What follows belongs to an exercise in optimizing a design on an open flow for small area, a short achievable clock period and few clock cycles per item; a production flow would make more cautious choices. In this exercise RTL edits were held to simulation tests only and were not proved equivalent to the original.

oak:
## dcache_top
module dcache_top (
  input  logic                CLK,
  input  logic                nRST,
  input  logic                halt,
  input  logic                dren,
  input  logic                dwen,
  input  cache_cfg_pkg::word_t daddr,
  input  cache_cfg_pkg::word_t dstore,
  output logic                dhit,
  output cache_cfg_pkg::word_t dload,
  output logic                mem_ren,
  output logic                mem_wen,
  output cache_cfg_pkg::word_t mem_addr,
  output cache_cfg_pkg::word_t mem_store,
  input  cache_cfg_pkg::word_t mem_load,
  input  logic                mem_wait,
  output logic                flushed
);
Size in the first run: about 4,300 cells after synthesis, roughly 1,500 flip-flops, roughly 200 I/O pins, about 0.064 sq mm of cells after synthesis.
clock: 7.5 ns
lec_check: 0
cap_margin: 20
core_margin: 2
core_utilization: 50
cts_cluster_diameter: 80
cts_cluster_size: 30
place_density: 0.6
setup_slack_margin: 1.8
slew_margin: 20
run.sh (not shown) runs the stock make flow with config.mk's settings and CLKGATE_MAP_FILE= SYNTH_SCRIPT=/design/flow/synth_recipe.tcl, a recipe that flattens the netlist after the stock synthesis.
Testbench counts of oak, summed over its fixed seeds: cycles 31,201, accesses 16,000.
Edits applied to the flow inputs when going from oak to pine:
-- flow/design.v --
<<< oak, line 42
  logic st_fill;
  logic bg;
  cache_cfg_pkg::set_idx_t pend_set;
  logic                    pend_way;
>>> pine, line 42
  logic st_fill;
  logic bg;
  cache_cfg_pkg::tag_t     pend_tag;
  cache_cfg_pkg::set_idx_t pend_set;
  logic                    pend_way;
<<< oak, line 47
  logic                    skip0;
  logic                    skip1;
  logic                    f0got;
  logic        any_dirty;
  logic [3:0]  fl_frame;
>>> pine, line 48
  logic                    skip0;
  logic                    skip1;
  logic        any_dirty;
  logic [3:0]  fl_frame;
<<< oak, line 118
  logic miss;
  assign miss = st_idle & req_valid & ~hit_any;
  logic pend_hit;
  logic blocked;
  assign pend_hit = |(fhit & pend_dec);
  assign blocked  = bg & pend_hit & ~(dwen | (req_word ? skip1 : (skip0 | f0got)));
  cache_cfg_pkg::word_t rd00;
  cache_cfg_pkg::word_t rd01;
>>> pine, line 118
  logic miss;
  assign miss = st_idle & req_valid & ~hit_any;
  logic blocked;
  assign blocked = bg & |(fhit & pend_dec);
  cache_cfg_pkg::word_t rd00;
  cache_cfg_pkg::word_t rd01;
<<< oak, line 147
  begin
    fl_mode  = halt & ~st_fill;
    use_req  = ~halt & ((st_idle & ~vdirty) | (st_fill & ~bg));
    addr_tag = {26{use_req}} & req_tag;
    for (int f = 0; f < 16; f++)
    begin
      tsel[f]  = fl_mode ? fl_dec[f] : (bg ? pend_dec[f] : (qdec[f/2] & vdf[f] & (st_idle | st_wb1)));
      addr_tag = addr_tag | ({26{tsel[f]}} & tags[f]);
    end
>>> pine, line 145
  begin
    fl_mode  = halt & ~st_fill;
    use_req  = st_idle & ~halt & ~vdirty;
    addr_tag = ({26{use_req}} & req_tag) | ({26{st_fill}} & pend_tag);
    for (int f = 0; f < 16; f++)
    begin
      tsel[f]  = fl_mode ? fl_dec[f] : (qdec[f/2] & vdf[f] & (st_idle | st_wb1));
      addr_tag = addr_tag | ({26{tsel[f]}} & tags[f]);
    end
<<< oak, line 177
  assign fill1_done = st_f1 & ~mem_wait;
  assign wb_done    = st_fw1 & ~mem_wait;
  assign bg_wr      = bg & ~mem_wait & ((st_f0 & ~skip0 & ~req_word) | (st_f1 & ~skip1 & req_word)) & ~pend_hit;
  logic mdone;
  assign mdone = (miss & ~vdirty & dwen) |
>>> pine, line 175
  assign fill1_done = st_f1 & ~mem_wait;
  assign wb_done    = st_fw1 & ~mem_wait;
  assign bg_wr      = bg & st_fill & ~mem_wait;
  logic mdone;
  assign mdone = (miss & ~vdirty & dwen) |
<<< oak, line 206
    end
  end
  assign mem0   = fill0_done & ~skip0 & ~(st_idle & dwen & ~req_word) & ~(bg & dwen & pend_hit & ~req_word);
  assign mem1   = fill1_done & ~skip1 & ~(bg & dwen & pend_hit & req_word);
  assign wdata0 = mem0 ? mem_load : dstore;
  assign wdata1 = mem1 ? mem_load : dstore;
>>> pine, line 204
    end
  end
  assign mem0   = fill0_done & ~skip0 & ~(st_idle & dwen & ~req_word);
  assign mem1   = fill1_done & ~skip1;
  assign wdata0 = mem0 ? mem_load : dstore;
  assign wdata1 = mem1 ? mem_load : dstore;
<<< oak, line 232
    if (miss)
    begin
      pend_set <= req_set;
      pend_way <= vway;
>>> pine, line 230
    if (miss)
    begin
      pend_tag <= req_tag;
      pend_set <= req_set;
      pend_way <= vway;
<<< oak, line 273
      skip0     <= 1'b0;
      skip1     <= 1'b0;
      f0got     <= 1'b0;
    end
    else
>>> pine, line 272
      skip0     <= 1'b0;
      skip1     <= 1'b0;
    end
    else
<<< oak, line 292
        skip1 <= 1'b0;
      end
      else if (bg && |(st_f & pend_dec))
      begin
        skip0 <= skip0 | ~req_word;
        skip1 <= skip1 | req_word;
      end
      f0got <= (f0got | fill0_done) & ~fill1_done;
      dirty     <= dirty_n;
      any_dirty <= |dirty_n;
>>> pine, line 290
        skip1 <= 1'b0;
      end
      dirty     <= dirty_n;
      any_dirty <= |dirty_n;
- Length in cells of the worst reg-to-reg path ended up 25 higher on pine than on oak.
- Measured against each other, oak and pine differ in highest cell delay on the worst timing path, the lower figure coming from pine.
- Diff oak -> pine | multi-input gate count | decrease of about 7%
- Taking oak as the reference, in pine sequential share of layout area increased 1.2 points, inverter count decreased 18%, routed length per instance decreased about 3%.
- oak → pine: number of clock buffers in the layout moved up, flip-flop and latch count moved up, cell area moved down.
- Final-layout worst hold slack ended up 6.4 ps higher on pine than on oak.
- The lower worst setup skew after layout came out of pine.
- pine against oak; number of setup buffers added after CTS is up by more than a quarter.
Testbench counts of pine, summed over its fixed seeds: cycles 32,878, accesses 16,000.

-- separate check: timing with driven ports --
The flow's constraints put no driver on any port. The routed layouts listed below were extracted and timed again, unchanged, in two steps.
Step 1, drivers: a clkbuf_16 drives CLK and a buf_2 each remaining input, both assumed.
Step 2 also shifts input and output timing later by t, the mid clock arrival at the registers, as if the neighbouring blocks saw the same clock.
Three values: ideal, step 1, step 2; two values: the first two.
run | t, ns | slack for setup (ns) | hold WS [ns] | latest minus earliest clock arrival (ns) | pins driven straight from the clock port
oak | 0.774 | 1.483 / 1.417 / 1.226 | 0.480 / 0.480 / 0.480 | 0.063 / 0.063 | 1
pine | 0.772 | 1.284 / 1.224 / 1.008 | 0.487 / 0.487 / 0.487 | 0.049 / 0.049 | 1
After both steps setup and hold are still met in every run listed. The setup slack of pine, which loses most, moves by -0.060 ns with the drivers and by -0.276 ns with both steps.
